Source: an optimization exercise on an open RTL-to-GDS flow (aim: small area, a short achievable clock period and few clock cycles per item). Production flows keep margins and buffers that such runs may drop.
The RTL was checked by simulation tests, not by an equivalence proof against the original design.

## flow/design.v (module list and top-level ports; edited modules follow where they fit)
// module window_fetch: 39 lines
// module conv_fa: 10 lines
// module conv_mac_k0: 293 lines
// module conv_mac_k1: 291 lines
// module max_pool: 26 lines
// module layer_ctrl: 120 lines
// module conv_top: 71 lines
module conv_top
#(
    parameter int IMG_BITS = 6    
) (
    input  wire               clk,
    input  wire               rst,
    input  wire               ready,
    input  conv_pkg::pix_t         idata,
    input  conv_pkg::pix_t         cdata_rd,
    output logic              busy,
    output logic              cwr,
    output logic              crd,
    output logic [conv_pkg::ADDR_W-1:0] iaddr,
    output logic [conv_pkg::ADDR_W-1:0] caddr_wr,
    output logic [conv_pkg::ADDR_W-1:0] caddr_rd,
    output conv_pkg::pix_t              cdata_wr,
    output logic [2:0]        csel
);
  // ...
==> flow/flow/run.sh <==
#!/bin/bash
# The standard layout (the standard.sh, unchanged synthesis and steps),
# with ORFS's repair_timing asked to reach a setup slack of 8.8 ns.
# The SDC and clock period are the standard flow's own.
set -euo pipefail
bash standard.sh SETUP_SLACK_MARGIN=8.8 finish > standard_run.log 2>&1
==> flow/standard.sh <==
#!/bin/bash
# synth_recipe.tcl (not shown) runs the flow's synth.tcl, then flattens the netlist and writes it again
# the make line also repeats each setting of config.mk as NAME=value (left out here)
make -C /OpenROAD-flow-scripts/flow DESIGN_CONFIG=/design/flow/config.mk WORK_HOME=/design/flow/orfs CLKGATE_MAP_FILE= SYNTH_SCRIPT=/design/flow/synth_recipe.tcl "${@:-finish}"
==> flow/config.mk <==
export PLATFORM = sky130hd
export DESIGN_NAME = conv_top
export DESIGN_NICKNAME = conv_top
export VERILOG_FILES = /design/flow/design.v
export SDC_FILE = /design/flow/constraint.sdc
export NUM_CORES = 4
export LEC_CHECK = 0
export CAP_MARGIN = 20
export CORE_MARGIN = 2
export CORE_UTILIZATION = 55
export CTS_CLUSTER_DIAMETER = 200
export CTS_CLUSTER_SIZE = 20
export SLEW_MARGIN = 20
export SYNTH_HIERARCHICAL = 1
export SYNTH_MINIMUM_KEEP_SIZE = 0
==> flow/constraint.sdc <==
create_clock -name core_clock -period 12.5 [get_ports {clk}]
set_input_delay 2.5000 -clock core_clock [delete_from_list [all_inputs] [get_ports {clk}]]
set_output_delay 2.5000 -clock core_clock [all_outputs]
set_load 0.01 [all_outputs]
==> tab_implementation.tex, run 1 <==
\begin{tabular}{lr}
\hline
Metric & Value \\
\hline
\multicolumn{2}{l}{\textbf{Status}} \\
\quad Result of the run & no timing/DRC/antenna violations \\
\multicolumn{2}{l}{\textbf{Timing}} \\
\quad Final worst setup slack & 8740 ps \\
\quad RSZ-0062 raised after global routing & yes \\
\quad Worst hold margin & roughly 310 ps \\
\quad Relative slew slack & 0.3200 \\
\multicolumn{2}{l}{\textbf{Layout}} \\
\quad Top library cells by usage in the layout, fill and taps aside & sky130\_fd\_sc\_hd\_\_fa\_1 (767), sky130\_fd\_sc\_hd\_\_dfxtp\_1 (560), sky130\_fd\_sc\_hd\_\_inv\_1 (281), sky130\_fd\_sc\_hd\_\_ha\_1 (169), sky130\_fd\_sc\_hd\_\_nor2b\_1 (112) \\
\quad Proportion of cell area occupied by registers & 0.3197 \\
\quad Net count reported at finish & about 4,300 \\
\quad Share of final-layout standard cells stronger than drive strength 1 & 0.1619 \\
\quad Seq. cell area & about 15,000 um\^{}2 \\
\quad Most common library cell in the layout ignoring fill and taps & sky130\_fd\_sc\_hd\_\_fa\_1 \\
\quad Non-clock buffer share & 0.02581 \\
\quad Non-filler cells, final & 4,271 \\
\quad Register with the highest flop count & u\_window\_fetch.s1 \\
\quad Cell area after layout & roughly 47,000 um\^{}2 \\
\multicolumn{2}{l}{\textbf{Setup path}} \\
\quad Worst EP required & about 13,000 ps \\
\quad Critical path class & reg2reg \\
\quad Logic depth of the worst setup path including buffers & 6 \\
\quad Path depth of the worst reg2reg path & 6 \\
\multicolumn{2}{l}{\textbf{Placement}} \\
\quad Placement Cell Area & 44,470 um\^{}2 \\
\multicolumn{2}{l}{\textbf{Clocking}} \\
\quad Insertion delay of the later-clocked pin in the worst-skew pair & 630 ps \\
\quad Cell at the root of the clock tree & sky130\_fd\_sc\_hd\_\_clkbuf\_16 \\
\quad Maximum clock insertion buffer count & 3 \\
\quad TritonCTS sink count & slightly above 700 \\
\quad Clock transition at the registers of the reported paths & approximately 100 ps \\
\multicolumn{2}{l}{\textbf{Die}} \\
\quad Floorplan die area & 80,100 um\^{}2 \\
\multicolumn{2}{l}{\textbf{GRT}} \\
\quad Largest net degree at the start of global routing & 56 \\
\quad Most used routing layer & met2 \\
\multicolumn{2}{l}{\textbf{Detailed routing}} \\
\quad Drt first-iter violations & roughly 1,800 \\
\quad Drt pass-1 iters & 6 \\
\quad Routed len/inst & between 20 and 30 um \\
\quad Routed length on met2 & 55,590 um \\
\quad Detailed-routed wire length on met3 & 5703 um \\
\multicolumn{2}{l}{\textbf{Logic synthesis}} \\
\quad Yosys synthesis warning count & 18 \\
\hline
\end{tabular}
Testbench counts, summed over its fixed seeds: cycles 125,124, images 12.
==> module conv_mac_k0, before the edit <==
module conv_mac_k0 (
    input  wire        clk,
    input  wire [4:0]  ph,      
    input  wire [35:0] nib,     
    output logic [19:0] result  
);
    logic [18:0] acc_s, acc_c;    
    logic [3:0]  nib_s, nib_c;    
    logic        sc;              
    logic [22:0] vs, vc;       
    logic [22:0] ls, lc;       
    logic [458:1] w;
    logic        first;           
    always_ff @(posedge clk) first <= ph[4];
    wire kc3 = ph[4];
    wire kc4 = ph[4];
    wire kc5 = ph[4];
    wire kc7 = ph[4];
    wire kc10 = ph[4];
    wire kc12 = ph[4];
    wire kc13 = ph[4];
    wire kc15 = ph[4];
    wire kc16 = ph[4];
    wire kc18 = ph[4];
    wire kc19 = ph[4];
    conv_fa u_fa2 (.a(kc3), .b((acc_s[3] & ~first)), .c((acc_c[3] & ~first)), .s(w[1]), .co(w[2]));
    assign w[3] = ~nib[2] ^ nib[7];
    assign w[4] = ~nib[2] & nib[7];
    conv_fa u_fa6 (.a(kc4), .b((acc_s[4] | first)), .c((acc_c[4] & ~first)), .s(w[5]), .co(w[6]));
    conv_fa u_fa8 (.a(nib[6]), .b(nib[4]), .c(nib[10]), .s(w[7]), .co(w[8]));
    conv_fa u_fa10 (.a(kc5), .b((acc_s[5] & ~first)), .c((acc_c[5] & ~first)), .s(w[9]), .co(w[10]));
    conv_fa u_fa12 (.a(nib[0]), .b(nib[7]), .c(nib[5]), .s(w[11]), .co(w[12]));
    conv_fa u_fa14 (.a(nib[11]), .b(nib[15]), .c(nib[23]), .s(w[13]), .co(w[14]));
    conv_fa u_fa16 (.a((acc_s[6] & ~first)), .b((acc_c[6] & ~first)), .c(nib[1]), .s(w[15]), .co(w[16]));
    conv_fa u_fa18 (.a(nib[6]), .b(nib[8]), .c(nib[22]), .s(w[17]), .co(w[18]));
    assign w[19] = nib[4] ^ nib[18];
    assign w[20] = nib[4] | nib[18];
    conv_fa u_fa22 (.a(kc7), .b((acc_s[7] & ~first)), .c((acc_c[7] & ~first)), .s(w[21]), .co(w[22]));
    conv_fa u_fa24 (.a(nib[2]), .b(nib[0]), .c(nib[7]), .s(w[23]), .co(w[24]));
    conv_fa u_fa26 (.a(nib[5]), .b(nib[19]), .c(nib[16]), .s(w[25]), .co(w[26]));
    conv_fa u_fa28 (.a((acc_s[8] | first)), .b((acc_c[8] & ~first)), .c(nib[3]), .s(w[27]), .co(w[28]));
    conv_fa u_fa30 (.a(nib[1]), .b(nib[10]), .c(nib[8]), .s(w[29]), .co(w[30]));
    assign w[31] = (acc_s[9] & ~first) ^ (acc_c[9] & ~first);
    assign w[32] = (acc_s[9] & ~first) & (acc_c[9] & ~first);
    conv_fa u_fa34 (.a(kc12), .b((acc_s[12] | first)), .c((acc_c[12] & ~first)), .s(w[33]), .co(w[34]));
    assign w[35] = nib[1] ^ nib[6];
    assign w[36] = nib[1] & nib[6];
    conv_fa u_fa38 (.a(kc13), .b((acc_s[13] | first)), .c((acc_c[13] & ~first)), .s(w[37]), .co(w[38]));
    conv_fa u_fa40 (.a(nib[2]), .b(nib[0]), .c(nib[7]), .s(w[39]), .co(w[40]));
    conv_fa u_fa42 (.a(nib[5]), .b(nib[13]), .c(nib[17]), .s(w[41]), .co(w[42]));
    conv_fa u_fa44 (.a((acc_s[14] & ~first)), .b((acc_c[14] & ~first)), .c(nib[3]), .s(w[43]), .co(w[44]));
    conv_fa u_fa46 (.a(nib[1]), .b(nib[6]), .c(nib[14]), .s(w[45]), .co(w[46]));
    assign w[47] = ~nib[10] ^ nib[18];
    assign w[48] = ~nib[10] & nib[18];
    conv_fa u_fa50 (.a(kc15), .b((acc_s[15] | first)), .c((acc_c[15] & ~first)), .s(w[49]), .co(w[50]));
    conv_fa u_fa52 (.a(nib[2]), .b(nib[0]), .c(nib[7]), .s(w[51]), .co(w[52]));
    conv_fa u_fa54 (.a(nib[4]), .b(nib[8]), .c(nib[15]), .s(w[53]), .co(w[54]));
    conv_fa u_fa56 (.a(nib[11]), .b(nib[16]), .c(nib[23]), .s(w[55]), .co(w[56]));
    assign w[57] = nib[19] ^ ~nib[20];
    assign w[58] = nib[19] & ~nib[20];
    conv_fa u_fa60 (.a(kc16), .b((acc_s[16] & ~first)), .c((acc_c[16] & ~first)), .s(w[59]), .co(w[60]));
    conv_fa u_fa62 (.a(nib[3]), .b(nib[1]), .c(nib[5]), .s(w[61]), .co(w[62]));
    assign w[63] = nib[9] ^ ~nib[17];
    assign w[64] = nib[9] & ~nib[17];
    conv_fa u_fa66 (.a((acc_s[2] | first)), .b((acc_c[2] & ~first)), .c(nib[6]), .s(w[65]), .co(w[66]));
    conv_fa u_fa68 (.a(nib[4]), .b(nib[8]), .c(nib[12]), .s(w[67]), .co(w[68]));
    conv_fa u_fa70 (.a(nib[5]), .b(nib[9]), .c(nib[13]), .s(w[69]), .co(w[70]));
    conv_fa u_fa72 (.a(nib[11]), .b(nib[27]), .c(nib[24]), .s(w[71]), .co(w[72]));
    conv_fa u_fa74 (.a(nib[19]), .b(nib[21]), .c(nib[29]), .s(w[73]), .co(w[74]));
    conv_fa u_fa76 (.a(nib[3]), .b(nib[16]), .c(nib[25]), .s(w[75]), .co(w[76]));
    conv_fa u_fa78 (.a(nib[14]), .b(nib[22]), .c(nib[20]), .s(w[77]), .co(w[78]));
    conv_fa u_fa80 (.a(~nib[30]), .b(nib[28]), .c(nib[33]), .s(w[79]), .co(w[80]));
    assign w[81] = w[4] ^ w[2];
    assign w[82] = w[4] & w[2];
    conv_fa u_fa84 (.a(nib[17]), .b(nib[26]), .c(nib[24]), .s(w[83]), .co(w[84]));
    conv_fa u_fa86 (.a(nib[21]), .b(nib[31]), .c(nib[32]), .s(w[85]), .co(w[86]));
    conv_fa u_fa88 (.a(~nib[29]), .b(~nib[34]), .c(w[6]), .s(w[87]), .co(w[88]));
    conv_fa u_fa90 (.a(w[9]), .b(w[8]), .c(w[11]), .s(w[89]), .co(w[90]));
    conv_fa u_fa92 (.a(nib[27]), .b(nib[25]), .c(nib[30]), .s(w[91]), .co(w[92]));
    conv_fa u_fa94 (.a(nib[20]), .b(nib[28]), .c(nib[33]), .s(w[93]), .co(w[94]));
    conv_fa u_fa96 (.a(~nib[35]), .b(w[19]), .c(w[10]), .s(w[95]), .co(w[96]));
    conv_fa u_fa98 (.a(w[12]), .b(w[14]), .c(w[15]), .s(w[97]), .co(w[98]));
    conv_fa u_fa100 (.a(nib[9]), .b(nib[23]), .c(nib[21]), .s(w[99]), .co(w[100]));
    conv_fa u_fa102 (.a(nib[26]), .b(nib[31]), .c(~nib[29]), .s(w[101]), .co(w[102]));
    conv_fa u_fa104 (.a(nib[34]), .b(~w[20]), .c(w[21]), .s(w[103]), .co(w[104]));
    conv_fa u_fa106 (.a(w[16]), .b(w[18]), .c(w[23]), .s(w[105]), .co(w[106]));
    conv_fa u_fa108 (.a(nib[6]), .b(nib[4]), .c(nib[17]), .s(w[107]), .co(w[108]));
    conv_fa u_fa110 (.a(nib[22]), .b(nib[30]), .c(nib[35]), .s(w[109]), .co(w[110]));
    conv_fa u_fa112 (.a(~nib[27]), .b(~nib[24]), .c(w[22]), .s(w[111]), .co(w[112]));
    conv_fa u_fa114 (.a(w[24]), .b(w[27]), .c(w[29]), .s(w[113]), .co(w[114]));
    conv_fa u_fa116 (.a(nib[2]), .b(nib[11]), .c(nib[9]), .s(w[115]), .co(w[116]));
    conv_fa u_fa118 (.a(nib[7]), .b(nib[5]), .c(nib[18]), .s(w[117]), .co(w[118]));
    conv_fa u_fa120 (.a(~nib[23]), .b(nib[20]), .c(nib[25]), .s(w[119]), .co(w[120]));
    conv_fa u_fa122 (.a(nib[31]), .b(w[31]), .c(w[28]), .s(w[121]), .co(w[122]));
    conv_fa u_fa124 (.a(kc10), .b((acc_s[10] | first)), .c((acc_c[10] & ~first)), .s(w[123]), .co(w[124]));
    conv_fa u_fa126 (.a(nib[3]), .b(nib[4]), .c(nib[10]), .s(w[125]), .co(w[126]));
    conv_fa u_fa128 (.a(nib[6]), .b(nib[8]), .c(nib[19]), .s(w[127]), .co(w[128]));
    conv_fa u_fa130 (.a(nib[21]), .b(nib[26]), .c(nib[32]), .s(w[129]), .co(w[130]));
    conv_fa u_fa132 (.a((acc_s[11] | first)), .b((acc_c[11] & ~first)), .c(nib[0]), .s(w[131]), .co(w[132]));
    conv_fa u_fa134 (.a(nib[7]), .b(nib[9]), .c(nib[22]), .s(w[133]), .co(w[134]));
    conv_fa u_fa136 (.a(nib[5]), .b(nib[11]), .c(nib[24]), .s(w[135]), .co(w[136]));
    assign w[137] = ~nib[27] ^ nib[28];
    assign w[138] = ~nib[27] & nib[28];
    conv_fa u_fa140 (.a(nib[4]), .b(nib[12]), .c(nib[16]), .s(w[139]), .co(w[140]));
    conv_fa u_fa142 (.a(nib[10]), .b(nib[8]), .c(nib[23]), .s(w[141]), .co(w[142]));
    conv_fa u_fa144 (.a(nib[20]), .b(nib[34]), .c(nib[32]), .s(w[143]), .co(w[144]));
    conv_fa u_fa146 (.a(nib[25]), .b(nib[29]), .c(w[35]), .s(w[145]), .co(w[146]));
    conv_fa u_fa148 (.a(nib[11]), .b(nib[9]), .c(nib[21]), .s(w[147]), .co(w[148]));
    conv_fa u_fa150 (.a(nib[26]), .b(nib[24]), .c(nib[30]), .s(w[149]), .co(w[150]));
    conv_fa u_fa152 (.a(~nib[35]), .b(~nib[33]), .c(w[36]), .s(w[151]), .co(w[152]));
    conv_fa u_fa154 (.a(w[34]), .b(w[37]), .c(w[39]), .s(w[153]), .co(w[154]));
    conv_fa u_fa156 (.a(nib[22]), .b(nib[28]), .c(nib[34]), .s(w[155]), .co(w[156]));
    conv_fa u_fa158 (.a(nib[27]), .b(nib[25]), .c(nib[31]), .s(w[157]), .co(w[158]));
    conv_fa u_fa160 (.a(~nib[32]), .b(w[47]), .c(w[38]), .s(w[159]), .co(w[160]));
    conv_fa u_fa162 (.a(w[40]), .b(w[42]), .c(w[43]), .s(w[161]), .co(w[162]));
    conv_fa u_fa164 (.a(nib[24]), .b(nib[29]), .c(nib[35]), .s(w[163]), .co(w[164]));
    conv_fa u_fa166 (.a(nib[26]), .b(~nib[33]), .c(w[48]), .s(w[165]), .co(w[166]));
    conv_fa u_fa168 (.a(w[57]), .b(w[49]), .c(w[44]), .s(w[167]), .co(w[168]));
    conv_fa u_fa170 (.a(w[46]), .b(w[51]), .c(w[53]), .s(w[169]), .co(w[170]));
    conv_fa u_fa172 (.a(nib[21]), .b(nib[25]), .c(nib[30]), .s(w[171]), .co(w[172]));
    conv_fa u_fa174 (.a(nib[27]), .b(~nib[34]), .c(w[58]), .s(w[173]), .co(w[174]));
    conv_fa u_fa176 (.a(w[63]), .b(w[50]), .c(w[59]), .s(w[175]), .co(w[176]));
    conv_fa u_fa178 (.a(w[52]), .b(w[54]), .c(w[61]), .s(w[177]), .co(w[178]));
    conv_fa u_fa180 (.a((acc_s[17] | first)), .b((acc_c[17] & ~first)), .c(nib[2]), .s(w[179]), .co(w[180]));
    conv_fa u_fa182 (.a(nib[18]), .b(nib[22]), .c(nib[26]), .s(w[181]), .co(w[182]));
    conv_fa u_fa184 (.a(nib[6]), .b(nib[10]), .c(~nib[31]), .s(w[183]), .co(w[184]));
    conv_fa u_fa186 (.a(~nib[35]), .b(w[64]), .c(w[60]), .s(w[185]), .co(w[186]));
    conv_fa u_fa188 (.a(kc18), .b((acc_s[18] & ~first)), .c((acc_c[18] & ~first)), .s(w[187]), .co(w[188]));
    conv_fa u_fa190 (.a(nib[3]), .b(nib[7]), .c(nib[11]), .s(w[189]), .co(w[190]));
    assign w[191] = (acc_s[0] & ~first) ^ (acc_c[0] & ~first);
    assign w[192] = (acc_s[0] & ~first) & (acc_c[0] & ~first);
    conv_fa u_fa194 (.a((acc_s[1] & ~first)), .b((acc_c[1] & ~first)), .c(nib[5]), .s(w[193]), .co(w[194]));
    assign w[195] = nib[0] ^ nib[9];
    assign w[196] = nib[0] | nib[9];
    conv_fa u_fa198 (.a(nib[1]), .b(nib[10]), .c(nib[26]), .s(w[197]), .co(w[198]));
    conv_fa u_fa200 (.a(nib[18]), .b(nib[20]), .c(nib[28]), .s(w[199]), .co(w[200]));
    assign w[201] = nib[34] ^ w[65];
    assign w[202] = nib[34] & w[65];
    conv_fa u_fa204 (.a(nib[35]), .b(~nib[32]), .c(w[3]), .s(w[203]), .co(w[204]));
    conv_fa u_fa206 (.a(w[1]), .b(w[66]), .c(w[68]), .s(w[205]), .co(w[206]));
    conv_fa u_fa208 (.a(w[69]), .b(~w[71]), .c(w[73]), .s(w[207]), .co(w[208]));
    conv_fa u_fa210 (.a(w[5]), .b(w[70]), .c(w[74]), .s(w[209]), .co(w[210]));
    conv_fa u_fa212 (.a(~w[72]), .b(w[77]), .c(w[7]), .s(w[211]), .co(w[212]));
    conv_fa u_fa214 (.a(~w[75]), .b(~w[79]), .c(w[81]), .s(w[213]), .co(w[214]));
    conv_fa u_fa216 (.a(w[78]), .b(w[85]), .c(w[13]), .s(w[215]), .co(w[216]));
    conv_fa u_fa218 (.a(w[76]), .b(w[83]), .c(w[80]), .s(w[217]), .co(w[218]));
    conv_fa u_fa220 (.a(w[82]), .b(w[87]), .c(w[89]), .s(w[219]), .co(w[220]));
    conv_fa u_fa222 (.a(w[86]), .b(w[93]), .c(w[17]), .s(w[221]), .co(w[222]));
    conv_fa u_fa224 (.a(~w[84]), .b(~w[91]), .c(w[88]), .s(w[223]), .co(w[224]));
    conv_fa u_fa226 (.a(w[95]), .b(w[90]), .c(w[97]), .s(w[225]), .co(w[226]));
    conv_fa u_fa228 (.a(~w[92]), .b(w[94]), .c(w[99]), .s(w[227]), .co(w[228]));
    conv_fa u_fa230 (.a(~w[25]), .b(~w[101]), .c(w[96]), .s(w[229]), .co(w[230]));
    conv_fa u_fa232 (.a(w[103]), .b(w[98]), .c(w[105]), .s(w[231]), .co(w[232]));
    conv_fa u_fa234 (.a(w[26]), .b(w[107]), .c(w[102]), .s(w[233]), .co(w[234]));
    conv_fa u_fa236 (.a(w[100]), .b(w[109]), .c(w[104]), .s(w[235]), .co(w[236]));
    conv_fa u_fa238 (.a(w[111]), .b(w[106]), .c(w[113]), .s(w[237]), .co(w[238]));
    conv_fa u_fa240 (.a(w[110]), .b(w[30]), .c(w[115]), .s(w[239]), .co(w[240]));
    conv_fa u_fa242 (.a(w[108]), .b(w[117]), .c(w[119]), .s(w[241]), .co(w[242]));
    conv_fa u_fa244 (.a(w[112]), .b(w[114]), .c(w[121]), .s(w[243]), .co(w[244]));
    conv_fa u_fa246 (.a(w[32]), .b(w[123]), .c(w[116]), .s(w[245]), .co(w[246]));
    conv_fa u_fa248 (.a(w[118]), .b(w[127]), .c(w[129]), .s(w[247]), .co(w[248]));
    conv_fa u_fa250 (.a(w[125]), .b(~w[120]), .c(w[122]), .s(w[249]), .co(w[250]));
    conv_fa u_fa252 (.a(~nib[33]), .b(w[137]), .c(w[124]), .s(w[251]), .co(w[252]));
    conv_fa u_fa254 (.a(w[126]), .b(w[131]), .c(w[135]), .s(w[253]), .co(w[254]));
    conv_fa u_fa256 (.a(w[128]), .b(w[130]), .c(w[133]), .s(w[255]), .co(w[256]));
    conv_fa u_fa258 (.a(w[138]), .b(w[33]), .c(w[132]), .s(w[257]), .co(w[258]));
    conv_fa u_fa260 (.a(w[134]), .b(w[141]), .c(w[143]), .s(w[259]), .co(w[260]));
    conv_fa u_fa262 (.a(w[136]), .b(w[139]), .c(w[145]), .s(w[261]), .co(w[262]));
    conv_fa u_fa264 (.a(w[140]), .b(w[149]), .c(w[41]), .s(w[263]), .co(w[264]));
    conv_fa u_fa266 (.a(w[142]), .b(w[144]), .c(w[147]), .s(w[265]), .co(w[266]));
    conv_fa u_fa268 (.a(w[146]), .b(w[151]), .c(w[153]), .s(w[267]), .co(w[268]));
    conv_fa u_fa270 (.a(w[150]), .b(w[157]), .c(w[45]), .s(w[269]), .co(w[270]));
    conv_fa u_fa272 (.a(~w[148]), .b(~w[155]), .c(w[152]), .s(w[271]), .co(w[272]));
    conv_fa u_fa274 (.a(w[159]), .b(w[154]), .c(w[161]), .s(w[273]), .co(w[274]));
    conv_fa u_fa276 (.a(w[156]), .b(w[163]), .c(w[55]), .s(w[275]), .co(w[276]));
    conv_fa u_fa278 (.a(w[158]), .b(w[165]), .c(w[160]), .s(w[277]), .co(w[278]));
    conv_fa u_fa280 (.a(w[162]), .b(w[167]), .c(w[169]), .s(w[279]), .co(w[280]));
    conv_fa u_fa282 (.a(w[164]), .b(w[56]), .c(w[171]), .s(w[281]), .co(w[282]));
    conv_fa u_fa284 (.a(w[166]), .b(w[173]), .c(w[168]), .s(w[283]), .co(w[284]));
    conv_fa u_fa286 (.a(w[175]), .b(w[170]), .c(w[177]), .s(w[285]), .co(w[286]));
    conv_fa u_fa288 (.a(~w[172]), .b(w[62]), .c(w[179]), .s(w[287]), .co(w[288]));
    conv_fa u_fa290 (.a(~w[181]), .b(w[183]), .c(w[174]), .s(w[289]), .co(w[290]));
    conv_fa u_fa292 (.a(w[176]), .b(w[185]), .c(w[178]), .s(w[291]), .co(w[292]));
    conv_fa u_fa294 (.a(nib[19]), .b(nib[23]), .c(nib[27]), .s(w[293]), .co(w[294]));
    conv_fa u_fa296 (.a(w[187]), .b(w[180]), .c(w[189]), .s(w[295]), .co(w[296]));
    conv_fa u_fa298 (.a(~w[182]), .b(w[184]), .c(w[186]), .s(w[297]), .co(w[298]));
    conv_fa u_fa300 (.a(nib[4]), .b(nib[16]), .c(nib[32]), .s(w[299]), .co(w[300]));
    conv_fa u_fa302 (.a(nib[17]), .b(~nib[25]), .c(nib[33]), .s(w[301]), .co(w[302]));
    assign w[303] = w[192] ^ w[195];
    assign w[304] = w[192] & w[195];
    conv_fa u_fa306 (.a(w[194]), .b(w[199]), .c(w[67]), .s(w[305]), .co(w[306]));
    conv_fa u_fa308 (.a(~w[196]), .b(~w[197]), .c(w[201]), .s(w[307]), .co(w[308]));
    conv_fa u_fa310 (.a(~w[198]), .b(w[200]), .c(w[202]), .s(w[309]), .co(w[310]));
    conv_fa u_fa312 (.a(w[203]), .b(w[205]), .c(w[207]), .s(w[311]), .co(w[312]));
    conv_fa u_fa314 (.a(w[204]), .b(w[206]), .c(w[209]), .s(w[313]), .co(w[314]));
    conv_fa u_fa316 (.a(w[211]), .b(w[208]), .c(w[213]), .s(w[315]), .co(w[316]));
    conv_fa u_fa318 (.a(w[210]), .b(w[212]), .c(w[215]), .s(w[317]), .co(w[318]));
    conv_fa u_fa320 (.a(~w[217]), .b(w[214]), .c(w[219]), .s(w[319]), .co(w[320]));
    conv_fa u_fa322 (.a(w[216]), .b(~w[218]), .c(w[221]), .s(w[321]), .co(w[322]));
    conv_fa u_fa324 (.a(w[223]), .b(w[220]), .c(w[225]), .s(w[323]), .co(w[324]));
    conv_fa u_fa326 (.a(w[222]), .b(w[227]), .c(w[224]), .s(w[325]), .co(w[326]));
    conv_fa u_fa328 (.a(w[229]), .b(w[226]), .c(w[231]), .s(w[327]), .co(w[328]));
    conv_fa u_fa330 (.a(w[228]), .b(~w[233]), .c(w[230]), .s(w[329]), .co(w[330]));
    conv_fa u_fa332 (.a(w[235]), .b(w[232]), .c(w[237]), .s(w[331]), .co(w[332]));
    conv_fa u_fa334 (.a(w[234]), .b(~w[239]), .c(w[241]), .s(w[333]), .co(w[334]));
    conv_fa u_fa336 (.a(w[236]), .b(w[238]), .c(w[243]), .s(w[335]), .co(w[336]));
    conv_fa u_fa338 (.a(~w[240]), .b(w[247]), .c(w[242]), .s(w[337]), .co(w[338]));
    conv_fa u_fa340 (.a(w[245]), .b(w[244]), .c(w[249]), .s(w[339]), .co(w[340]));
    conv_fa u_fa342 (.a(~w[251]), .b(~w[246]), .c(w[248]), .s(w[341]), .co(w[342]));
    conv_fa u_fa344 (.a(w[253]), .b(~w[255]), .c(w[250]), .s(w[343]), .co(w[344]));
    conv_fa u_fa346 (.a(w[252]), .b(w[254]), .c(w[257]), .s(w[345]), .co(w[346]));
    conv_fa u_fa348 (.a(~w[256]), .b(~w[259]), .c(w[261]), .s(w[347]), .co(w[348]));
    conv_fa u_fa350 (.a(~w[258]), .b(w[260]), .c(w[265]), .s(w[349]), .co(w[350]));
    conv_fa u_fa352 (.a(w[263]), .b(w[262]), .c(w[267]), .s(w[351]), .co(w[352]));
    conv_fa u_fa354 (.a(w[264]), .b(~w[266]), .c(w[269]), .s(w[353]), .co(w[354]));
    conv_fa u_fa356 (.a(w[271]), .b(w[268]), .c(w[273]), .s(w[355]), .co(w[356]));
    conv_fa u_fa358 (.a(w[270]), .b(~w[275]), .c(w[272]), .s(w[357]), .co(w[358]));
    conv_fa u_fa360 (.a(w[277]), .b(w[274]), .c(w[279]), .s(w[359]), .co(w[360]));
    conv_fa u_fa362 (.a(~w[276]), .b(~w[281]), .c(w[278]), .s(w[361]), .co(w[362]));
    conv_fa u_fa364 (.a(w[283]), .b(w[280]), .c(w[285]), .s(w[363]), .co(w[364]));
    conv_fa u_fa366 (.a(~w[282]), .b(w[287]), .c(w[289]), .s(w[365]), .co(w[366]));
    conv_fa u_fa368 (.a(w[284]), .b(w[286]), .c(w[291]), .s(w[367]), .co(w[368]));
    conv_fa u_fa370 (.a(~w[293]), .b(w[288]), .c(w[295]), .s(w[369]), .co(w[370]));
    conv_fa u_fa372 (.a(w[290]), .b(w[297]), .c(w[292]), .s(w[371]), .co(w[372]));
    conv_fa u_fa374 (.a(kc19), .b(w[188]), .c(w[190]), .s(w[373]), .co(w[374]));
    conv_fa u_fa376 (.a(~w[294]), .b(w[296]), .c(w[298]), .s(w[375]), .co(w[376]));
    assign w[377] = nib[8] ^ nib[24];
    assign w[378] = nib[8] | nib[24];
    conv_fa u_fa380 (.a(w[300]), .b(w[193]), .c(w[301]), .s(w[379]), .co(w[380]));
    conv_fa u_fa382 (.a(w[302]), .b(w[304]), .c(w[305]), .s(w[381]), .co(w[382]));
    conv_fa u_fa384 (.a(w[306]), .b(w[308]), .c(w[309]), .s(w[383]), .co(w[384]));
    conv_fa u_fa386 (.a(w[310]), .b(w[313]), .c(w[312]), .s(w[385]), .co(w[386]));
    conv_fa u_fa388 (.a(w[314]), .b(w[317]), .c(w[316]), .s(w[387]), .co(w[388]));
    conv_fa u_fa390 (.a(w[318]), .b(w[321]), .c(w[320]), .s(w[389]), .co(w[390]));
    conv_fa u_fa392 (.a(w[322]), .b(w[325]), .c(w[324]), .s(w[391]), .co(w[392]));
    conv_fa u_fa394 (.a(w[326]), .b(w[329]), .c(w[328]), .s(w[393]), .co(w[394]));
    conv_fa u_fa396 (.a(w[330]), .b(w[332]), .c(w[335]), .s(w[395]), .co(w[396]));
    conv_fa u_fa398 (.a(~w[334]), .b(w[339]), .c(w[336]), .s(w[397]), .co(w[398]));
    conv_fa u_fa400 (.a(~w[338]), .b(w[340]), .c(w[343]), .s(w[399]), .co(w[400]));
    conv_fa u_fa402 (.a(w[345]), .b(w[344]), .c(w[347]), .s(w[401]), .co(w[402]));
    conv_fa u_fa404 (.a(w[346]), .b(~w[349]), .c(w[348]), .s(w[403]), .co(w[404]));
    conv_fa u_fa406 (.a(~w[350]), .b(w[353]), .c(w[352]), .s(w[405]), .co(w[406]));
    conv_fa u_fa408 (.a(w[354]), .b(w[357]), .c(w[356]), .s(w[407]), .co(w[408]));
    conv_fa u_fa410 (.a(w[358]), .b(w[361]), .c(w[360]), .s(w[409]), .co(w[410]));
    conv_fa u_fa412 (.a(w[365]), .b(w[362]), .c(w[364]), .s(w[411]), .co(w[412]));
    conv_fa u_fa414 (.a(w[369]), .b(w[366]), .c(w[371]), .s(w[413]), .co(w[414]));
    conv_fa u_fa416 (.a(w[373]), .b(w[370]), .c(w[375]), .s(w[415]), .co(w[416]));
    assign w[417] = w[191] ^ w[377];
    assign w[418] = w[191] & w[377];
    conv_fa u_fa420 (.a(~w[378]), .b(w[303]), .c(w[379]), .s(w[419]), .co(w[420]));
    conv_fa u_fa422 (.a(w[380]), .b(w[307]), .c(w[381]), .s(w[421]), .co(w[422]));
    conv_fa u_fa424 (.a(w[382]), .b(w[311]), .c(w[383]), .s(w[423]), .co(w[424]));
    conv_fa u_fa426 (.a(w[315]), .b(w[384]), .c(w[385]), .s(w[425]), .co(w[426]));
    conv_fa u_fa428 (.a(w[386]), .b(w[319]), .c(w[387]), .s(w[427]), .co(w[428]));
    conv_fa u_fa430 (.a(w[323]), .b(w[388]), .c(w[389]), .s(w[429]), .co(w[430]));
    conv_fa u_fa432 (.a(w[327]), .b(w[390]), .c(w[391]), .s(w[431]), .co(w[432]));
    conv_fa u_fa434 (.a(w[331]), .b(w[392]), .c(w[393]), .s(w[433]), .co(w[434]));
    conv_fa u_fa436 (.a(~w[333]), .b(w[394]), .c(w[395]), .s(w[435]), .co(w[436]));
    conv_fa u_fa438 (.a(~w[337]), .b(w[396]), .c(w[397]), .s(w[437]), .co(w[438]));
    conv_fa u_fa440 (.a(~w[341]), .b(w[399]), .c(w[398]), .s(w[439]), .co(w[440]));
    conv_fa u_fa442 (.a(~w[342]), .b(w[400]), .c(w[401]), .s(w[441]), .co(w[442]));
    conv_fa u_fa444 (.a(w[351]), .b(w[402]), .c(w[403]), .s(w[443]), .co(w[444]));
    conv_fa u_fa446 (.a(w[355]), .b(w[404]), .c(w[405]), .s(w[445]), .co(w[446]));
    conv_fa u_fa448 (.a(w[359]), .b(w[406]), .c(w[407]), .s(w[447]), .co(w[448]));
    conv_fa u_fa450 (.a(w[363]), .b(w[408]), .c(w[409]), .s(w[449]), .co(w[450]));
    conv_fa u_fa452 (.a(w[367]), .b(w[410]), .c(w[411]), .s(w[451]), .co(w[452]));
    conv_fa u_fa454 (.a(w[368]), .b(w[413]), .c(w[412]), .s(w[453]), .co(w[454]));
    conv_fa u_fa456 (.a(w[372]), .b(w[415]), .c(w[414]), .s(w[455]), .co(w[456]));
    conv_fa u_fa458 (.a(w[374]), .b(w[376]), .c(w[416]), .s(w[457]), .co(w[458]));
    assign vs = {1'b0, w[458], w[456], w[454], w[452], w[450], w[448], w[446], w[444], w[442], w[440], w[438], w[436], w[434], w[432], w[430], w[428], w[426], w[424], w[422], w[420], w[418], w[417]};
    assign vc = {1'b0, 1'b0, w[457], w[455], w[453], w[451], w[449], w[447], w[445], w[443], w[441], w[439], w[437], w[435], w[433], w[431], w[429], w[427], w[425], w[423], w[421], w[419], w[299]};
    assign ls = vs ^ 23'b00000000000000000000000;
    assign lc = vc ^ 23'b00000000000000000000000;
    localparam logic [18:0] PS = 19'b0000000000000000000;
    localparam logic [18:0] PC = 19'b0000000000000000000;
    logic [15:0] ha_s, ha_c;
    logic [20:0] fsum;
    logic [19:0] fin;
    assign ha_s = acc_s[15:0] ^ PS[15:0];
    assign ha_c = acc_c[15:0] ^ PC[15:0];
    assign fsum = {ha_s, nib_s, 1'b1} + {ha_c, nib_c, sc};
    assign fin  = fsum[20:1];
    logic [4:0]  lo;
    assign lo   = {1'b0, nib_s} + {1'b0, nib_c} + {4'b0, sc};
    assign result = fin;
    always_ff @(posedge clk) begin
        acc_s <= ls[22:4] ^ PS;
        acc_c <= lc[22:4] ^ PC;
        nib_s <= ls[3:0];
        nib_c <= lc[3:0];
        sc    <= first ? 1'b0 : lo[4];
    end
endmodule
==> module layer_ctrl, before the edit <==
module layer_ctrl (
    input  wire               clk,
    input  wire               rst,
    input  wire               ready,
    input  wire  [19:0]       r0,           
    input  wire  [19:0]       r1,
    input  wire  [19:0]       r2,
    input  wire  [19:0]       r3,
    output logic [4:0]        ph,
    output logic [5:0]        rb,           
    output logic [6:0]        rj,           
    output logic              busy,
    output logic              cwr,
    output logic              crd,
    output logic [conv_pkg::ADDR_W-1:0] caddr_wr,
    output logic [conv_pkg::ADDR_W-1:0] caddr_rd,
    output conv_pkg::pix_t              cdata_wr,
    output logic [2:0]        csel
);
    logic        run;
    logic [5:0]  wb;
    logic [6:0]  wj;
    logic        last;
    assign last = (wb == 6'd32) && ph[0];
    always_ff @(posedge clk or posedge rst) begin
        if (rst) begin
            run  <= 1'b0;
            busy <= 1'b0;
        end else if (!run) begin
            if (ready) begin
                run  <= 1'b1;
                busy <= 1'b1;
            end
        end else if (last) begin
            run  <= 1'b0;
            busy <= 1'b0;
        end
    end
    always_ff @(posedge clk) begin
        if (!run) begin
            ph <= 5'b00001;
            rb <= 6'd63;
            rj <= 7'd64;
            wb <= 6'd63;
            wj <= 7'd60;
        end else begin
            ph <= {ph[3:0], ph[4]};
            if (ph[4]) begin
                if (rj[6]) begin
                    rj <= '0;
                    rb <= rb + 6'd1;
                end else begin
                    rj <= rj + 7'd1;
                end
                if (wj[6]) begin
                    wj <= '0;
                    wb <= wb + 6'd1;
                end else begin
                    wj <= wj + 7'd1;
                end
            end
        end
    end
    logic        vs, vr, odd;
    logic        res, p0, p1;
    logic [1:0]  q;
    logic [19:0] rv;
    logic [18:0] m0, pk1;
    logic [4:0]  bc1;
    assign vs  = run && !wb[5];
    assign vr  = vs && !wj[6];
    assign odd = wj[0];
    assign res = vr && !ph[4];
    assign p0  = vr && ph[4] && odd;
    assign p1  = vs && ph[4] && !odd && (wj != 7'd0);
    assign q   = {ph[2] | ph[3], ph[1] | ph[3]};
    assign bc1 = wj[5:1] - 5'd1;
    always_comb begin
        rv = ({20{ph[0]}} & r0) | ({20{ph[1]}} & r1) | ({20{ph[2]}} & r2) | ({20{ph[3]}} & r3);
        if (rv[19]) rv = '0;    
    end
    always_ff @(posedge clk or posedge rst) begin
        if (rst)
            cwr <= 1'b0;
        else
            cwr <= res || p0 || p1;
    end
    logic [18:0] wdata;
    always_ff @(posedge clk) begin
        if (ph[4]) begin
            csel     <= odd ? conv_pkg::SEL_L1_K0 : conv_pkg::SEL_L1_K1;
            caddr_wr <= {2'b00, wb[4:0], odd ? wj[5:1] : bc1};
            wdata    <= odd ? m0 : pk1;
        end else begin
            csel     <= q[0] ? conv_pkg::SEL_L0_K1 : conv_pkg::SEL_L0_K0;
            caddr_wr <= {wb[4:0], q[1], wj[5:0]};
            wdata    <= rv[18:0];
        end
    end
    assign cdata_wr = {1'b0, wdata};
    logic upd_q, kern_q, first_q, pk_q;
    always_ff @(posedge clk) begin
        upd_q   <= res;
        kern_q  <= q[0];
        first_q <= !odd && !q[1];
        pk_q    <= odd && (q == 2'd3);
    end
    max_pool u_max_pool (
        .clk   (clk),
        .upd   (upd_q),
        .kern  (kern_q),
        .first (first_q),
        .pk    (pk_q),
        .v     (wdata),
        .m0    (m0),
        .pk1   (pk1)
    );
    assign crd      = 1'b0;
    assign caddr_rd = '0;
endmodule
==> module conv_top, before the edit <==
module conv_top
#(
    parameter int IMG_BITS = 6    
) (
    input  wire               clk,
    input  wire               rst,
    input  wire               ready,
    input  conv_pkg::pix_t         idata,
    input  conv_pkg::pix_t         cdata_rd,
    output logic              busy,
    output logic              cwr,
    output logic              crd,
    output logic [conv_pkg::ADDR_W-1:0] iaddr,
    output logic [conv_pkg::ADDR_W-1:0] caddr_wr,
    output logic [conv_pkg::ADDR_W-1:0] caddr_rd,
    output conv_pkg::pix_t              cdata_wr,
    output logic [2:0]        csel
);
    logic [4:0]  ph;
    logic [5:0]  rb;
    logic [6:0]  rj;
    logic [99:0] s [0:3];
    logic [35:0] nib [0:3];
    logic [19:0] r [0:3];
    logic [4:0]  lph [0:3];
    always_comb begin
        for (int j = 0; j < 4; j++) begin
            for (int t = 0; t < 9; t++)
                nib[j][4*t +: 4] = s[t / 3 + j / 2][20 + 20 * (t % 3) - 4 * (j + 3 - (t / 3 + j / 2)) +: 4];
            for (int d = 0; d < 5; d++)
                lph[j][d] = ph[(d + j) % 5];
        end
    end
    layer_ctrl u_layer_ctrl (
        .clk      (clk),
        .rst      (rst),
        .ready    (ready),
        .r0       (r[0]),
        .r1       (r[1]),
        .r2       (r[2]),
        .r3       (r[3]),
        .ph       (ph),
        .rb       (rb),
        .rj       (rj),
        .busy     (busy),
        .cwr      (cwr),
        .crd      (crd),
        .caddr_wr (caddr_wr),
        .caddr_rd (caddr_rd),
        .cdata_wr (cdata_wr),
        .csel     (csel)
    );
    window_fetch u_window_fetch (
        .clk   (clk),
        .ph    (ph),
        .rb    (rb),
        .rj    (rj),
        .idata (idata),
        .iaddr (iaddr),
        .s0    (s[0]),
        .s1    (s[1]),
        .s2    (s[2]),
        .s3    (s[3])
    );
    conv_mac_k0 u_mac_k0_top (.clk(clk), .ph(lph[0]), .nib(nib[0]), .result(r[0]));
    conv_mac_k1 u_mac_k1_top (.clk(clk), .ph(lph[1]), .nib(nib[1]), .result(r[1]));
    conv_mac_k0 u_mac_k0_bot (.clk(clk), .ph(lph[2]), .nib(nib[2]), .result(r[2]));
    conv_mac_k1 u_mac_k1_bot (.clk(clk), .ph(lph[3]), .nib(nib[3]), .result(r[3]));
    logic unused_rd;
    assign unused_rd = ^cdata_rd;
endmodule
==> run 2: changes to the inputs <==
--- a/flow/design.v
+++ b/flow/design.v
@@ -62,17 +62,19 @@
 );
     assign s  = a ^ b ^ c;
     assign co = (a & b) | (a & c) | (b & c);
 endmodule
 module conv_mac_k0 (
     input  wire        clk,
     input  wire [4:0]  ph,      
     input  wire [35:0] nib,     
-    output logic [19:0] result  
+    output logic [19:0] res_s,  
+    output logic [19:0] res_c,  
+    output logic        res_ci
 );
     logic [18:0] acc_s, acc_c;    
     logic [3:0]  nib_s, nib_c;    
     logic        sc;              
     logic [22:0] vs, vc;       
     logic [22:0] ls, lc;       
     logic [458:1] w;
     logic        first;           
@@ -334,38 +336,38 @@
     conv_fa u_fa458 (.a(w[374]), .b(w[376]), .c(w[416]), .s(w[457]), .co(w[458]));
     assign vs = {1'b0, w[458], w[456], w[454], w[452], w[450], w[448], w[446], w[444], w[442], w[440], w[438], w[436], w[434], w[432], w[430], w[428], w[426], w[424], w[422], w[420], w[418], w[417]};
     assign vc = {1'b0, 1'b0, w[457], w[455], w[453], w[451], w[449], w[447], w[445], w[443], w[441], w[439], w[437], w[435], w[433], w[431], w[429], w[427], w[425], w[423], w[421], w[419], w[299]};
     assign ls = vs ^ 23'b00000000000000000000000;
     assign lc = vc ^ 23'b00000000000000000000000;
     localparam logic [18:0] PS = 19'b0000000000000000000;
     localparam logic [18:0] PC = 19'b0000000000000000000;
     logic [15:0] ha_s, ha_c;
-    logic [20:0] fsum;
-    logic [19:0] fin;
     assign ha_s = acc_s[15:0] ^ PS[15:0];
     assign ha_c = acc_c[15:0] ^ PC[15:0];
-    assign fsum = {ha_s, nib_s, 1'b1} + {ha_c, nib_c, sc};
-    assign fin  = fsum[20:1];
+    assign res_s  = {ha_s, nib_s};
+    assign res_c  = {ha_c, nib_c};
+    assign res_ci = sc;
     logic [4:0]  lo;
     assign lo   = {1'b0, nib_s} + {1'b0, nib_c} + {4'b0, sc};
-    assign result = fin;
     always_ff @(posedge clk) begin
         acc_s <= ls[22:4] ^ PS;
         acc_c <= lc[22:4] ^ PC;
         nib_s <= ls[3:0];
         nib_c <= lc[3:0];
         sc    <= first ? 1'b0 : lo[4];
     end
 endmodule
 module conv_mac_k1 (
     input  wire        clk,
     input  wire [4:0]  ph,      
     input  wire [35:0] nib,     
-    output logic [19:0] result  
+    output logic [19:0] res_s,  
+    output logic [19:0] res_c,  
+    output logic        res_ci
 );
     logic [18:0] acc_s, acc_c;    
     logic [3:0]  nib_s, nib_c;    
     logic        sc;              
     logic [22:0] vs, vc;       
     logic [22:0] ls, lc;       
     logic [452:1] w;
     logic        first;           
@@ -625,25 +627,23 @@
     assign w[452] = w[370] & w[410];
     assign vs = {1'b0, w[452], w[450], w[448], w[446], w[444], w[442], w[440], w[438], w[436], w[434], w[432], w[430], w[428], w[426], w[424], w[422], w[420], w[418], w[416], w[414], w[412], w[411]};
     assign vc = {1'b0, 1'b0, w[451], w[449], w[447], w[445], w[443], w[441], w[439], w[437], w[435], w[433], w[431], w[429], w[427], w[425], w[423], w[421], w[419], w[417], w[415], w[413], w[295]};
     assign ls = vs ^ 23'b00000000000000000000000;
     assign lc = vc ^ 23'b00000000000000000000000;
     localparam logic [18:0] PS = 19'b0000000000000000000;
     localparam logic [18:0] PC = 19'b0000000000000000000;
     logic [15:0] ha_s, ha_c;
-    logic [20:0] fsum;
-    logic [19:0] fin;
     assign ha_s = acc_s[15:0] ^ PS[15:0];
     assign ha_c = acc_c[15:0] ^ PC[15:0];
-    assign fsum = {ha_s, nib_s, 1'b1} + {ha_c, nib_c, sc};
-    assign fin  = fsum[20:1];
+    assign res_s  = {ha_s, nib_s};
+    assign res_c  = {ha_c, nib_c};
+    assign res_ci = sc;
     logic [4:0]  lo;
     assign lo   = {1'b0, nib_s} + {1'b0, nib_c} + {4'b0, sc};
-    assign result = fin;
     always_ff @(posedge clk) begin
         acc_s <= ls[22:4] ^ PS;
         acc_c <= lc[22:4] ^ PC;
         nib_s <= ls[3:0];
         nib_c <= lc[3:0];
         sc    <= first ? 1'b0 : lo[4];
     end
 endmodule
@@ -676,20 +676,25 @@
     end
 endmodule
 `default_nettype wire
 `default_nettype none
 module layer_ctrl (
     input  wire               clk,
     input  wire               rst,
     input  wire               ready,
-    input  wire  [19:0]       r0,           
-    input  wire  [19:0]       r1,
-    input  wire  [19:0]       r2,
-    input  wire  [19:0]       r3,
+    input  wire  [19:0]       rs0,          
+    input  wire  [19:0]       rs1,          
+    input  wire  [19:0]       rs2,
+    input  wire  [19:0]       rs3,
+    input  wire  [19:0]       rc0,
+    input  wire  [19:0]       rc1,
+    input  wire  [19:0]       rc2,
+    input  wire  [19:0]       rc3,
+    input  wire  [3:0]        rci,
     output logic [4:0]        ph,
     output logic [5:0]        rb,           
     output logic [6:0]        rj,           
     output logic              busy,
     output logic              cwr,
     output logic              crd,
     output logic [conv_pkg::ADDR_W-1:0] caddr_wr,
     output logic [conv_pkg::ADDR_W-1:0] caddr_rd,
@@ -749,18 +754,25 @@
     assign vs  = run && !wb[5];
     assign vr  = vs && !wj[6];
     assign odd = wj[0];
     assign res = vr && !ph[4];
     assign p0  = vr && ph[4] && odd;
     assign p1  = vs && ph[4] && !odd && (wj != 7'd0);
     assign q   = {ph[2] | ph[3], ph[1] | ph[3]};
     assign bc1 = wj[5:1] - 5'd1;
+    logic [19:0] fa_s, fa_c;
+    logic        fa_ci;
+    logic [20:0] fsum;
+    assign fa_s  = ({20{ph[0]}} & rs0) | ({20{ph[1]}} & rs1) | ({20{ph[2]}} & rs2) | ({20{ph[3]}} & rs3);
+    assign fa_c  = ({20{ph[0]}} & rc0) | ({20{ph[1]}} & rc1) | ({20{ph[2]}} & rc2) | ({20{ph[3]}} & rc3);
+    assign fa_ci = |(ph[3:0] & rci);
+    assign fsum  = {fa_s, 1'b1} + {fa_c, fa_ci};
     always_comb begin
-        rv = ({20{ph[0]}} & r0) | ({20{ph[1]}} & r1) | ({20{ph[2]}} & r2) | ({20{ph[3]}} & r3);
+        rv = fsum[20:1];
         if (rv[19]) rv = '0;    
     end
     always_ff @(posedge clk or posedge rst) begin
         if (rst)
             cwr <= 1'b0;
         else
             cwr <= res || p0 || p1;
     end
@@ -817,34 +829,41 @@
     output conv_pkg::pix_t              cdata_wr,
     output logic [2:0]        csel
 );
     logic [4:0]  ph;
     logic [5:0]  rb;
     logic [6:0]  rj;
     logic [99:0] s [0:3];
     logic [35:0] nib [0:3];
-    logic [19:0] r [0:3];
+    logic [19:0] rs [0:3];
+    logic [19:0] rc [0:3];
+    logic [3:0]  rci;
     logic [4:0]  lph [0:3];
     always_comb begin
         for (int j = 0; j < 4; j++) begin
             for (int t = 0; t < 9; t++)
                 nib[j][4*t +: 4] = s[t / 3 + j / 2][20 + 20 * (t % 3) - 4 * (j + 3 - (t / 3 + j / 2)) +: 4];
             for (int d = 0; d < 5; d++)
                 lph[j][d] = ph[(d + j) % 5];
         end
     end
     layer_ctrl u_layer_ctrl (
         .clk      (clk),
         .rst      (rst),
         .ready    (ready),
-        .r0       (r[0]),
-        .r1       (r[1]),
-        .r2       (r[2]),
-        .r3       (r[3]),
+        .rs0      (rs[0]),
+        .rs1      (rs[1]),
+        .rs2      (rs[2]),
+        .rs3      (rs[3]),
+        .rc0      (rc[0]),
+        .rc1      (rc[1]),
+        .rc2      (rc[2]),
+        .rc3      (rc[3]),
+        .rci      (rci),
         .ph       (ph),
         .rb       (rb),
         .rj       (rj),
         .busy     (busy),
         .cwr      (cwr),
         .crd      (crd),
         .caddr_wr (caddr_wr),
         .caddr_rd (caddr_rd),
@@ -858,16 +877,20 @@
         .rj    (rj),
         .idata (idata),
         .iaddr (iaddr),
         .s0    (s[0]),
         .s1    (s[1]),
         .s2    (s[2]),
         .s3    (s[3])
     );
-    conv_mac_k0 u_mac_k0_top (.clk(clk), .ph(lph[0]), .nib(nib[0]), .result(r[0]));
-    conv_mac_k1 u_mac_k1_top (.clk(clk), .ph(lph[1]), .nib(nib[1]), .result(r[1]));
-    conv_mac_k0 u_mac_k0_bot (.clk(clk), .ph(lph[2]), .nib(nib[2]), .result(r[2]));
-    conv_mac_k1 u_mac_k1_bot (.clk(clk), .ph(lph[3]), .nib(nib[3]), .result(r[3]));
+    conv_mac_k0 u_mac_k0_top (.clk(clk), .ph(lph[0]), .nib(nib[0]),
+                              .res_s(rs[0]), .res_c(rc[0]), .res_ci(rci[0]));
+    conv_mac_k1 u_mac_k1_top (.clk(clk), .ph(lph[1]), .nib(nib[1]),
+                              .res_s(rs[1]), .res_c(rc[1]), .res_ci(rci[1]));
+    conv_mac_k0 u_mac_k0_bot (.clk(clk), .ph(lph[2]), .nib(nib[2]),
+                              .res_s(rs[2]), .res_c(rc[2]), .res_ci(rci[2]));
+    conv_mac_k1 u_mac_k1_bot (.clk(clk), .ph(lph[3]), .nib(nib[3]),
+                              .res_s(rs[3]), .res_c(rc[3]), .res_ci(rci[3]));
     logic unused_rd;
     assign unused_rd = ^cdata_rd;
 endmodule
 `default_nettype wire
==> tab_implementation.tex, run 2 <==
\begin{tabular}{lr}
\hline
Metric & Value \\
\hline
\multicolumn{2}{l}{\textbf{Timing}} \\
\quad Max-slew violation count & 0 \\
\quad Worst-Margin Slew & $\sim$1100 ps \\
\quad Setup-violating endpoint count in the final report & 0 \\
\quad RSZ-0062 raised after global routing & yes \\
\quad Relative slew slack & 0.2369 (-0.08315) \\
\quad Number of endpoints with negative hold slack in the final report & 0 \\
\quad Share of the cycle needed by the critical path after routing & 0.3040 \\
\quad Maximum clock frequency & 263.2 MHz \\
\quad Worst hold margin & 315.5 ps (+4.592 ps) \\
\quad Fin Clk Skew & approximately 35 ps \\
\quad Fin crit period & $\sim$3800 ps \\
\quad Setup TNS & 0 ps \\
\multicolumn{2}{l}{\textbf{Clocking}} \\
\quad TritonCTS sink count & 706 (unchanged) \\
\quad Cell at the root of the clock tree & sky130\_fd\_sc\_hd\_\_clkbuf\_16 \\
\quad Maximum clock insertion buffer count & 3 (unchanged) \\
\quad Number of levels the H-tree was split into & 2 \\
\quad TritonCTS clock tree & yes \\
\quad Insertion delay of the later-clocked pin in the worst-skew pair & 620 ps (about the same) \\
\quad Clock transition at the registers of the reported paths & 100 ps (about the same) \\
\quad Number of buffers added to fix hold violations after cts & 0 \\
\quad Cts bufs inserted & just over 40 \\
\multicolumn{2}{l}{\textbf{Setup path}} \\
\quad Slowest-stage cell, CP & sky130\_fd\_sc\_hd\_\_fa\_2 \\
\quad Maximum net fanout on the critical path & 19 \\
\quad Crit path cell chain & buf\_12, or2\_1, fa\_1, fa\_2, fa\_1, fa\_1, fa\_2, fa\_1 \\
\quad Path depth of the worst reg2reg path & 8 (+2) \\
\quad R2R Path End & u\_mac\_k1\_top.acc\_c[8]\$\_DFF\_P\_ \\
\quad Slack of the worst reg-to-reg path & 8700 ps \\
\quad Worst stage delay on the critical path & 560 ps \\
\quad Critical path launch point type & flip-flop \\
\quad CP Data Arrival Time & 4270 ps \\
\quad Worst EP required & 12,970 ps (-30 ps) \\
\quad Element type at the critical path end & flip-flop \\
\quad Crit path top cell by count & sky130\_fd\_sc\_hd\_\_fa\_1 \\
\quad Critical path class & reg2reg \\
\quad R2R Path Start & u\_mac\_k1\_top.first\$\_DFF\_P\_ \\
\multicolumn{2}{l}{\textbf{GRT}} \\
\quad Global-route usage over all layers & 0.2813 \\
\quad Aggregate global routing overflow & 0 \\
\quad Via count of the first global-routing pass & 24,590 \\
\quad Antenna violations before repair & 2 \\
\quad Global-route wire length before repair & approximately 160,000 um \\
\quad Largest net degree at the start of global routing & 62 (+11\%) \\
\multicolumn{2}{l}{\textbf{Die}} \\
\quad Starting density of the core & 0.5555 \\
\quad Die span in y & 278.2 um \\
\quad Std cell rows & 100 \\
\quad Die X & 278.2 um \\
\quad Floorplan die area & 77,400 um\^{}2 (-3.4\%) \\
\quad Core box area & $\sim$74,000 um\^{}2 \\
\quad Boundary pin count & around 110 \\
\multicolumn{2}{l}{\textbf{Detailed routing}} \\
\quad Total wire length & 105,200 um \\
\quad Remaining DRCs & 0 \\
\quad Routed len/inst & 26.92 um (+4.8\%) \\
\quad Remaining antenna violation count & 0 \\
\quad Via density per instance & between 5 and 6 \\
\quad Drt pass-1 iters & 5 (-1) \\
\quad Drt first-iter violations & 1,663 (-5.6\%) \\
\quad DR vias & 21,760 \\
\multicolumn{2}{l}{\textbf{Layout}} \\
\quad Top library cells by usage in the layout, fill and taps aside & sky130\_fd\_sc\_hd\_\_fa\_1 (779), sky130\_fd\_sc\_hd\_\_dfxtp\_1 (552), sky130\_fd\_sc\_hd\_\_inv\_1 (257), sky130\_fd\_sc\_hd\_\_ha\_1 (128), sky130\_fd\_sc\_hd\_\_nor2b\_1 (121) \\
\quad Layout area overhead & 6.656\% \\
\quad Net count reported at finish & 3,945 (-8.0\%) \\
\quad Largest regs & u\_window\_fetch.s1 (100), u\_window\_fetch.s0 (96), u\_window\_fetch.s2 (96) \\
\quad Number of diodes & 0 \\
\quad Cell area after layout & 44,110 um\^{}2 (-5.2\%) \\
\quad Largest register FFs & 100 \\
\quad Most common library cell in the layout ignoring fill and taps & sky130\_fd\_sc\_hd\_\_fa\_1 \\
\quad Final core occ & 0.5925 \\
\quad Share of final-layout standard cells stronger than drive strength 1 & 0.1562 (-0.005691) \\
\quad Register with the highest flop count & u\_window\_fetch.s1 \\
\multicolumn{2}{l}{\textbf{Hold path}} \\
\quad Worst Hold Path EP & u\_window\_fetch.s3[22]\$\_DFF\_P\_ \\
\quad Hold WC Path Type & reg2reg \\
\quad Worst hold path depth & 0 \\
\quad Worst hold path startpoint & u\_window\_fetch.s3[26]\$\_DFF\_P\_ \\
\multicolumn{2}{l}{\textbf{Logic synthesis}} \\
\quad Synthesized area per cell & around 14 um\^{}2 \\
\quad Yosys synthesis warning count & 19 (+1) \\
\quad Cell count after synthesis & 2,951 \\
\quad Synthesized cell area & $\sim$41,000 um\^{}2 \\
\multicolumn{2}{l}{\textbf{Placement}} \\
\quad Placement Cell Area & 42,030 um\^{}2 (-5.5\%) \\
\quad Routability-driven placement congestion ratio & between 0.9 and 1 \\
\quad Port Buffer Count & 70 \\
\quad Hpwl dp & between 70,000 and 80,000 um \\
\multicolumn{2}{l}{\textbf{Status}} \\
\quad Result of the run & no timing/DRC/antenna violations \\
\multicolumn{2}{l}{\textbf{Flow run}} \\
\quad Maximum Capacitance Violations & 0 \\
\hline
\end{tabular}
-- run 2: cell types whose count changed in the layout (fill, tap and decap cells not counted), moves of 19 or more --
cell / change
sky130_fd_sc_hd__or2_2: -21
sky130_fd_sc_hd__ha_1: -41
sky130_fd_sc_hd__a22oi_1: +73
sky130_fd_sc_hd__fa_2: -19
sky130_fd_sc_hd__inv_1: -24
sky130_fd_sc_hd__or2_1: +29
sky130_fd_sc_hd__o21ai_1: -39
sky130_fd_sc_hd__a221oi_1: -19
sky130_fd_sc_hd__nor2_1: -23
sky130_fd_sc_hd__nand2_1: +29
sky130_fd_sc_hd__mux2_2: +19
sky130_fd_sc_hd__a21oi_1: -53
sky130_fd_sc_hd__xnor2_1: -45
-- run 2: per-layer routing --
layer | part of all wire | GRT usage | vias up
li1 | - | - | 9174
met3 | 0.071 | 0.05641 | 156
met5 | 0 | 0 | -
met1 | 0.42 | 0.3922 | 11640
met2 | 0.47 | 0.4513 | 792
met4 | 0.034 | 0.08233 | 0
-- run 2: layout make-up --
cell class | count | area (um^2)
clock buffer | 50 | 1060
fill | 5792 | 30340
clock inverter | 4 | 76.32
sequential | 706 | 14890
timing repair buffer | 127 | 1374
multi-input combinational | 1793 | 24520
inverter | 258 | 972.2
tap | 969 | 1212
-- run 2: per-stage QoR --
step / std cells / setup slack, ps
after floorplan: 2970 / 8829
after global placement: 3812 / 8143
after detailed placement: 3812 / 8090
after CTS: 3898 / 8745
after global routing: 3907 / 8652
final: 3907 / 8700
-- run 2: worst max path at each step --
stage                     slack, ps                            from  cells past startpoint                            end
final                          8700      u_mac_k1_top.first$_DFF_P_                      8  u_mac_k1_top.acc_c[8]$_DFF_P_
after global routing           8650      u_mac_k1_top.first$_DFF_P_                      8  u_mac_k1_top.acc_c[8]$_DFF_P_
after CTS                      8740  u_layer_ctrl.wdata[10]$_DFF_P_                      1                   cdata_wr[10]
after detailed placement       8090   u_layer_ctrl.ph[1]$_SDFF_PN0_                      7  u_mac_k0_bot.acc_c[2]$_DFF_P_
after global placement         8140   u_layer_ctrl.ph[1]$_SDFF_PN0_                      7  u_mac_k0_bot.acc_c[2]$_DFF_P_
after floorplan                8830   u_layer_ctrl.ph[2]$_SDFF_PN0_                      6  u_mac_k1_bot.acc_c[8]$_DFF_P_
-- run 2: what timing repair did --
action | CTS | global route
gates resized for setup | 272 | 112
endpoints found under the setup margin | 177 | 128
setup buffers | 27 | 4
pin swaps | 22 | 41
gates cloned | 5 | 5
-- run 2: worst max-delay path: cells and delay by family, from the launching register on --
family	cells	cell delay [ps]
fa+ha+maj	6	2880
flops	1	390
simple gates	1	240
buf+inv	1	160
Testbench counts of run 2, summed over its fixed seeds: cycles 125,124, images 12.

-- static timing again, ports no longer ideal --
Ports are ideal in the flow. The routed layouts listed here were re-timed in OpenROAD. Step 1: set_driving_cell puts a clkbuf_16 on clk and a buf_2 on each other input, an assumption about the parent block. Step 2 also shifts input and output timing later by t, the mid clock arrival at the registers, as if the neighbouring blocks saw the same clock. a / b / c = ideal / step 1 / step 2; a / b = the first two.
| run | t, ns | setup WS [ns] | hold WS [ns] | latest minus earliest clock arrival (ns) | slew at the worst register clock pin (ns) |
|---|---|---|---|---|---|
| run 1 | 0.676 | 8.740 / 8.740 / 8.740 | 0.311 / 0.311 / 0.311 | 0.032 / 0.032 | 0.10 / 0.10 |
| run 2 | 0.668 | 8.700 / 8.700 / 8.700 | 0.316 / 0.316 / 0.316 | 0.039 / 0.038 | 0.10 / 0.10 |
After both steps setup and hold are still met in every run listed.
